From an optimization exercise on the open Yosys and OpenROAD flow, aimed at small area, a short achievable clock period and few clock cycles per item; shortcuts taken in it are not production practice. Function was not checked in any run shown here: the RTL went through the layout flow alone.

==> flow/design.v (outline; a module is shown in full before it is edited, if it fits) <==
// module pipelined_alu: 1171 lines
module pipelined_alu #(
   parameter int WIDTH   = 32,
   parameter int LATENCY = 2,
   parameter int TAG_W   = 8
) (
   input  logic             clk,
   input  logic             reset,
   input  logic             in_valid,
   output logic             in_ready,
   input  logic [WIDTH-1:0] op_a,
   input  logic [WIDTH-1:0] op_b,
   input  logic [3:0]       opcode,
   input  logic [TAG_W-1:0] in_tag,
   output logic             out_valid,
   input  logic             out_ready,
   output logic [WIDTH-1:0] result,
   output logic [TAG_W-1:0] out_tag,
   output logic             flag_z,
   output logic             flag_c,
   output logic             flag_v,
   output logic             err,
   output logic             busy
);
  // ...
==> flow/run.sh <==
#!/bin/bash
# synth_recipe.tcl (not shown) runs the flow's synth.tcl, then flattens the netlist and writes it again
# the make line also repeats each setting of config.mk as NAME=value (left out here)
make -C /OpenROAD-flow-scripts/flow DESIGN_CONFIG=/design/flow/config.mk WORK_HOME=/design/flow/orfs CLKGATE_MAP_FILE= SYNTH_SCRIPT=/design/flow/synth_recipe.tcl finish
==> flow/config.mk <==
export PLATFORM = sky130hd
export DESIGN_NAME = pipelined_alu
export DESIGN_NICKNAME = pipelined_alu
export VERILOG_FILES = /design/flow/design.v
export SDC_FILE = /design/flow/constraint.sdc
export NUM_CORES = 4
export LEC_CHECK = 0
export CAP_MARGIN = 20
export CORE_MARGIN = 2
export CORE_UTILIZATION = 40
export SETUP_SLACK_MARGIN = 4.5
export SLEW_MARGIN = 20
==> flow/constraint.sdc <==
create_clock -name core_clock -period 10.0 [get_ports {clk}]
set_input_delay 2.0000 -clock core_clock [delete_from_list [all_inputs] [get_ports {clk}]]
set_output_delay 2.0000 -clock core_clock [all_outputs]
set_load 0.01 [all_outputs]
==> impl_results.md, run 1 <==
- Status: finished clean
- Reg2Reg Launch Point: d_two[7]
- Nets@finish: approximately 2700
- Critical path arrival: ~3.6 ns
- Post-synthesis mux area share: 0.02851
- Fin cells: approximately 3200
- Worst Tran Pin Value: roughly 1.3 ns
- Endpoint class of the critical path: primary output
- Wl on met1: roughly 31000 um
- GR Util All Layers: 0.2590
- Number of H-tree levels: 4
- Syn Area/Cell: between 9 and 10 um^2
- Fraction of area in multi-input gates: 0.5988
- Dpl cells: between 3000 and 4000
- Clock slew seen by the registers of the worst setup and hold paths: around 0.080 ns
- Hold Path Class: flip-flop to flip-flop
- Top cells by area, synth: edfxtp_1 25%, fa_1 17%, xnor2_1 12%
- Synth top area share: 0.2546
- Non-clock buffer share: 0.08060
- Hold endpoint: sh[0]
- Crit path top cell by count: buf_4
- Cts hold-fix bufs: 0
- Slew Viols, Final: 0
- Die ar.: ~60000 um^2
- Hold_sp: sh1[0]
==> run 2: changes to the inputs <==
--- a/flow/design.v
+++ b/flow/design.v
@@ -39,54 +39,54 @@
    wire is_slt  = op == 4'd8;
    wire is_sltu = op == 4'd9;
    wire is_mul  = op == 4'd10;
    wire is_ill  = op > 4'd10;
    wire sub_m   = is_sub | is_slt | is_sltu;
    wire use_ab0 = is_add | sub_m | is_and | is_or | is_xor;
    wire rsh     = is_shr | is_sra;
    wire is_sh   = is_shl | rsh;
+   wire fill0 = is_sra & op_a[31];
    logic [31:0] ma0, bm0, ohot;
    always_comb begin
       for (int i = 0; i < 32; i++) begin
-         ma0[i]  = rsh ? op_a[31-i] : op_a[i];
+         ma0[i]  = rsh ? op_a[31-i] ^ fill0 : op_a[i];
          ohot[i] = op_b[4:0] == 5'(i);
       end
    end
    assign bm0 = ({32{is_mul}} & op_b) | ({32{is_sh}} & ohot) | ({32{use_ab0}} & (op_b ^ {32{sub_m}}));
+   logic [31:0] ma;
+   logic [7:0]  tag1;
    logic [15:0] one0, two0, neg0;
    always_comb begin
       for (int j = 0; j < 16; j++) begin
          logic b0, b1, b2;
          b0 = (j == 0) ? 1'b0 : bm0[2*j-1];
          b1 = bm0[2*j];
          b2 = bm0[2*j+1];
          one0[j] = b1 ^ b0;
          two0[j] = (b2 & !b1 & !b0) | (!b2 & b1 & b0);
          neg0[j] = b2;
       end
    end
-   logic [31:0] ma;
    logic [15:0] d_one, d_two, d_neg;
-   logic [4:0]  sh1;
-   logic [7:0]  tag1;
    logic use_ab1, cin1, s_sum1, s_rev1, s_g1, s_p1, s_slt1, s_sltu1, s_fl1, fill1, e1;
    always_ff @(posedge clk) begin
       if (adv) begin
-         ma <= ma0; d_one <= one0; d_two <= two0; d_neg <= neg0; sh1 <= op_b[4:0]; tag1 <= in_tag;
+         ma <= ma0; d_one <= one0; d_two <= two0; d_neg <= neg0; tag1 <= in_tag;
          use_ab1 <= use_ab0;
          cin1 <= sub_m;
          s_sum1 <= is_add | is_sub | is_mul | is_shl;
          s_rev1 <= rsh;
          s_g1 <= is_and | is_or;
          s_p1 <= is_or | is_xor;
          s_slt1 <= is_slt;
          s_sltu1 <= is_sltu;
          s_fl1 <= is_add | is_sub;
-         fill1 <= is_sra & op_a[31];
+         fill1 <= fill0;
          e1 <= is_ill;
       end
    end
    logic [31:0] bm;
    always_comb begin
       for (int j = 0; j < 16; j++) begin
          bm[2*j+1] = d_neg[j];
          bm[2*j]   = d_one[j] ^ ((j == 0) ? 1'b0 : d_neg[j-1]);
@@ -864,23 +864,22 @@
    wire fa225_c = (fa169_s & fa195_c) | (fa196_s & (fa169_s ^ fa195_c));
    wire t31 = pp0_31 ^ pp1_31 ^ pp2_31 ^ pp3_31 ^ pp4_31 ^ pp5_31 ^ pp6_31 ^ pp7_31 ^ pp8_31 ^ pp9_31 ^ pp10_31 ^ pp11_31 ^ pp12_31 ^ pp13_31 ^ pp14_31 ^ pp15_31 ^ fa13_c ^ fa14_c ^ fa15_c ^ fa16_c ^ fa61_c ^ fa62_c ^ fa63_c ^ fa64_c ^ fa119_c ^ fa120_c ^ fa121_c ^ fa168_c ^ fa169_c;
    wire [31:0] tx = {t31, fa224_c, fa223_c, fa222_c, fa221_c, fa220_c, fa219_c, fa218_c, fa217_c, fa216_c, fa215_c, fa214_c, fa213_c, fa212_c, fa211_c, fa210_c, fa209_c, fa208_c, fa207_c, fa206_c, fa205_c, fa204_c, fa203_c, fa202_c, fa201_c, fa200_c, fa199_c, fa198_c, fa197_c, bn1, pp0_1, pp0_0};
    wire [31:0] ty = {fa196_c, fa225_s, fa224_s, fa223_s, fa222_s, fa221_s, fa220_s, fa219_s, fa218_s, fa217_s, fa216_s, fa215_s, fa214_s, fa213_s, fa212_s, fa211_s, fa210_s, fa209_s, fa208_s, fa207_s, fa206_s, fa205_s, fa204_s, fa203_s, fa202_s, fa201_s, fa200_s, fa199_s, fa198_s, fa197_s, 1'b0, bn0};
    wire [31:0] x1 = use_ab1 ? ma : tx;
    wire [31:0] y1 = use_ab1 ? bm : ty;
    wire et1 = !use_ab1 & (fa225_c);
    logic [31:0] x, y;
-   logic [4:0]  sh;
    logic [7:0]  tag2;
    logic e31;
    logic cin, s_sum, s_rev, s_g, s_p, s_slt, s_sltu, s_fl, fill, e;
    always_ff @(posedge clk) begin
       if (adv) begin
-         x <= x1; y <= y1; e31 <= et1; sh <= sh1; tag2 <= tag1;
+         x <= x1; y <= y1; e31 <= et1; tag2 <= tag1;
          cin <= cin1;
          s_sum <= s_sum1;
          s_rev <= s_rev1;
          s_g <= s_g1;
          s_p <= s_p1;
          s_slt <= s_slt1;
          s_sltu <= s_sltu1;
          s_fl <= s_fl1;
@@ -1143,29 +1142,29 @@
    wire [31:0] ad_c = {ad_n133_g, ad_n132_g, ad_n131_g, ad_n130_g, ad_n129_g, ad_n128_g, ad_n127_g, ad_n126_g, ad_n125_g, ad_n124_g, ad_n123_g, ad_n122_g, ad_n121_g, ad_n120_g, ad_n119_g, ad_n118_g, ad_n100_g, ad_n99_g, ad_n98_g, ad_n97_g, ad_n96_g, ad_n95_g, ad_n94_g, ad_n93_g, ad_n67_g, ad_n66_g, ad_n65_g, ad_n64_g, ad_n34_g, ad_n33_g, ad_n1_g, cin};
    assign sum = ad_p0 ^ ad_c;
    assign cout = ad_n135_g;
    wire [31:0] g = x & y;
    wire [31:0] p = xx ^ y;
    logic [31:0] sumf, res;
    always_comb begin
       for (int i = 0; i < 32; i++) begin
-         sumf[i] = sum[i] | (fill & (5'(i) < sh));
+         sumf[i] = sum[i] ^ fill;
       end
       for (int i = 0; i < 32; i++) begin
          res[i] = (s_sum & sum[i]) | (s_rev & sumf[31-i]) | (s_g & g[i]) | (s_p & p[i]);
       end
       res[0] = res[0] | (s_slt & ((x[31] == y[31]) ? x[31] : sum[31])) | (s_sltu & !cout);
    end
    wire c2 = s_fl & (cout ^ cin);
    wire v2f = s_fl & (x[31] == y[31]) & (sum[31] ^ x[31]);
    assign result = res;
    assign out_tag = tag2;
    wire [31:0] zt = {x[30:0] | y[30:0], cin};
    wire z_sum = &(p ~^ zt);
    wire z_log = ~|((({32{s_g}} & g) | ({32{s_p}} & p)));
-   wire z_ar = !(s_sum | s_rev) | (z_sum & !(s_rev & fill & (sh != 5'd0)));
+   wire z_ar = !(s_sum | s_rev) | (z_sum & !fill);
    wire slt_b = (x[31] == y[31]) ? x[31] : sum[31];
    assign flag_z = z_log & z_ar & !(s_slt & slt_b) & !(s_sltu & !cout);
    assign flag_c = c2;
    assign flag_v = v2f;
    assign err = e;
 endmodule
==> run 2 against run 1 <==
Against the previous run: still clean; synthesized area shrank 1.1%; final area shrank 2.3%; die area shrank 1.0%; synthesized cell count shrank 0.85%; setup slack lost 0.11 ns; worst hold slack gained 0.0094 ns; wire length shrank 2.7%; global-route usage grew 0.30 points; largest cell class unchanged.
==> impl_results.md, run 2 <==
- Status: finished clean (unchanged)
- Top cells by area, synth: edfxtp_1 24%, fa_1 17%, xnor2_1 12% (was edfxtp_1 25%, fa_1 17%, xnor2_1 12%)
- Die width: 240.7 um (was 241.9 um)
- Pre-CTS setup slack: 4.024 ns (was 4.415 ns)
- Top-count cell post-synth: xnor2_1 (unchanged)
- Clock tree buffer depth: 2 (unchanged)
- Hold Path Class: flip-flop to flip-flop (unchanged)
- CTS buffer count: 17 (unchanged)
- Post-route minimum period: 5.673 ns (was 5.566 ns)
- Slew HR: 0.1851 (was 0.1610)
- DRC: 0 (unchanged)
- Crit path max fanout: 6 (was 3)
- Antenna violations before repair: 1 (was 0)
- Setup slack after layout: 4.327 ns (was 4.434 ns)
- Final Cycle Share: 0.5673 (was 0.5566)
- Crit path kind: flip-flop to primary output (unchanged)
- Max Clk Rate: 0.1763 GHz (was 0.1797 GHz)
- Largest net degree at the start of global routing: 86 (was 159)
- ANT nets after route: 0 (unchanged)
- Max_cap viols: 0 (unchanged)
- Initial core utilization: 0.4059 (was 0.4031)
- Crit start category: flip-flop (unchanged)
- Post-synth net total: 2689 (was 2709)
- Nets@finish: 2688 (was 2744)
- FF+latch count, synth: 184 (was 194)
- WL/cell: 24.30 um (was 24.47 um)
- Dpl cells: 3029 (was 3063)
- Core area: 55200 um^2 (was 56170 um^2)
- Unique cell type count in the Yosys netlist: 79 (was 88)
- Vias: 18172 (was 18777)
- Number of synthesized flops with an enable pin: 182 (was 192)
- Fin cells: 3089 (was 3153)
- Initial DRC count: 2119 (was 1813)
- Yosys Warn Count: 1 (unchanged)
- Critical path arrival: 3.67 ns (was 3.57 ns)
- Die Ht: 240.7 um (was 241.9 um)
- Setup_tns: 0 ns (unchanged)
- Ys async rst share: 0 (unchanged)
- # setup viols final: 0 (unchanged)
- I/O Buffers: 126 (unchanged)
- Post-synth top area cell: edfxtp_1 (unchanged)
- First-pass GRT wire length: 113200 um (was 116400 um)
- Routability cong.: 0.9779 (was 0.9382)
- Capturing point of the worst reg2reg path: x[31] (unchanged)
- Final core occ: 0.4593 (was 0.4621)
- Req. time, crit path: 8.00 ns (about the same)
- CTS tree: yes (unchanged)
- Area growth, synth to finish: 13.17% (was 14.63%)
- # diodes: 0 (unchanged)
- HPWL Detailed: 50280 um (was 53310 um)
- Initial DRT Pass Iterations: 7 (was 8)
- Vias in the first global route: 18668 (was 18782)
- Commonest cells post-synth: 311 x xnor2_1, 297 x a22oi_1, 268 x inv_1 (was 316 x xnor2_1, 290 x a22oi_1, 242 x inv_1)
- R2R depth: 14 (unchanged)
- Worst-skew pair later-pin latency: 0.48 ns (about the same)
- Most common cell after layout, fill and taps aside: xnor2_1 (unchanged)
- RSZ-0062 raised after global routing: yes (unchanged)
- Via/cell ratio: 5.883 (was 5.955)
- Number of H-tree levels: 4 (unchanged)
- Share of layout cells above drive strength 1: 0.1081 (was 0.1218)
- Synth top area share: 0.2439 (was 0.2546)
- Post-synthesis cell count: 2329 (was 2349)
- Io pins: 127 (unchanged)
- Syn Area/Cell: 9.620 um^2 (was 9.639 um^2)
- WHS: 0.4217 ns (was 0.4124 ns)
- Hold Crit Depth: 0 (unchanged)
- Endpoint class of the critical path: primary output (unchanged)
- Regs by FF count: ma: 32 flops, x: 32 flops, y: 32 flops (unchanged)
- Slew Viols, Final: 0 (unchanged)
- Clock skew: 0.02467 ns (was 0.02071 ns)
- Clock slew seen by the registers of the worst setup and hold paths: 0.08 ns (about the same)
- Commonest cells after routing, fill and taps aside: 307 x xnor2_1, 296 x a22oi_1, 263 x inv_1, 186 x fa_1, 182 x edfxtp_1 (was 316 x xnor2_1, 288 x a22oi_1, 242 x inv_1, 192 x edfxtp_1, 191 x nand2_1)
- Mapped Area: 22400 um^2 (was 22640 um^2)
- Hold endpoint: s_p (was sh[0])
- Final hold viol count: 0 (unchanged)
- Reg2Reg Launch Point: d_two[5] (was d_two[7])
- Root buffer cell: clkbuf_16 (unchanged)
- Seq/Total Area, Yosys: 0.2457 (was 0.2564)
- Site Rows: 86 (was 87)
- DRT Wirelength: 75070 um (was 77160 um)
- Worst Tran Pin Value: 1.222 ns (was 1.259 ns)
- Hold_sp: s_p1 (was sh1[0])
- GR Util All Layers: 0.2620 (was 0.2590)
- Ys flop type: edfxtp_1 (unchanged)
- R2R Setup Slk: 4.65 ns (was 4.87 ns)
- Clock Sinks: 184 (was 194)
- Global route overflow: 0 (unchanged)
- Die ar.: 57920 um^2 (was 58530 um^2)
## run 2: changes by cell type in the layout (fill, tap and decap cells not counted), sizes merged, moves of 8 or more
cell	before	now
buf	106	72
inv	249	278
a222oi	0	11
nand2b	27	18
xor2	70	132
a21oi	67	53
nor4	17	9
nand2	193	118
a221o	15	4
edfxtp	192	182
o21ai	94	121
## run 2: through the flow
stage	cell area [um^2]
finish	25350
floorplan	22410
global placement	24050
CTS	25000
detailed placement	24080
global route	25350
## run 2: final cells by class
| cell class | count | area (um^2) |
|---|---|---|
| clock buffer | 17 | 425.4 |
| clock inverter | 15 | 138.9 |
| fill | 5212 | 29850 |
| inverter | 273 | 1025 |
| multi-input combinational | 1654 | 15500 |
| sequential | 184 | 5505 |
| tap | 748 | 935.9 |
| timing repair buffer | 198 | 1827 |
## run 2: worst max path at each step
stage | start | endpoint | slack, ns | cells after the start
after floorplan | out_ready | in_ready | 4.67 | 1
after global placement | out_ready | in_ready | 4.04 | 3
after detailed placement | out_ready | in_ready | 4.02 | 3
after CTS | y[0] | result[21] | 4.30 | 11
after global routing | x[1] | result[21] | 4.28 | 12
final | x[1] | result[21] | 4.33 | 12
## run 2: critical path, cell delays in order (launching register included)
cell and delay, ns:
edfxtp_1 0.40, buf_4 0.15, ha_1 0.25, a21o_1 0.21, a21oi_2 0.20, a21oi_4 0.10
nor2_2 0.24, o21ai_1 0.12, xnor2_1 0.24, xor2_1 0.13, a222oi_1 0.41, o21ai_1 0.22
clkdlybuf4s50_1 0.53
## run 2: layer usage
metal / global-route usage / share of wire / wire (um) / vias to the layer above
met2: 0.4209 / 0.46 / 34460 / 945
met5: 0 / 0 / 0 / -
li1: - / - / - / 7942
met3: 0.05662 / 0.089 / 6694 / 254
met4: 0.1344 / 0.051 / 3850 / 0
met1: 0.3325 / 0.40 / 30070 / 9031
## run 2: what timing repair did
action                     CTS  global route
hold buffers                 0             0
pin swaps                   15            22
resized for setup           77            60
buffers inserted            11            13
cloned                       2             0
setup endpoints to repair   35            30
## run 2: kinds of logic (layout without fill, tap and decap cells)
kind of cell,count (synthesis),after routing,share of synthesized area
buf+inv,493,503,0.08539
mux,60,60,0.02954
xor+xnor,446,446,0.1762
flops,184,184,0.2457
compound gates,582,582,0.1852
simple gates,284,286,0.05892
fa+ha+maj,280,280,0.2190

-- static timing again, ports no longer ideal --
In the flow no input, the clock included, has a driving cell. The finished layouts below were timed again as built, in two steps. Step 1 (the two cells are an assumption about what drives the block):
set clk [get_ports {clk}]
set_driving_cell -lib_cell sky130_fd_sc_hd__clkbuf_16 $clk
set_driving_cell -lib_cell sky130_fd_sc_hd__buf_2 [delete_from_list [all_inputs] $clk]
Step 2, shift: input delay + t, output delay - t, t = (earliest + latest rising clock arrival at the registers) / 2. This alone moves slack from input paths to output paths. Slacks: ideal ports / drivers / drivers and shift; pairs: ideal ports / drivers.
| run | t (ns) | setup slack, ns | hold slack, ns |
|---|---|---|---|
| run 1 | 0.524 | 4.434 / 4.378 / 4.614 | 0.412 / 0.412 / 0.412 |
| run 2 | 0.525 | 4.327 / 4.271 / 4.546 | 0.422 / 0.422 / 0.422 |
After both steps every run listed still meets setup and hold.
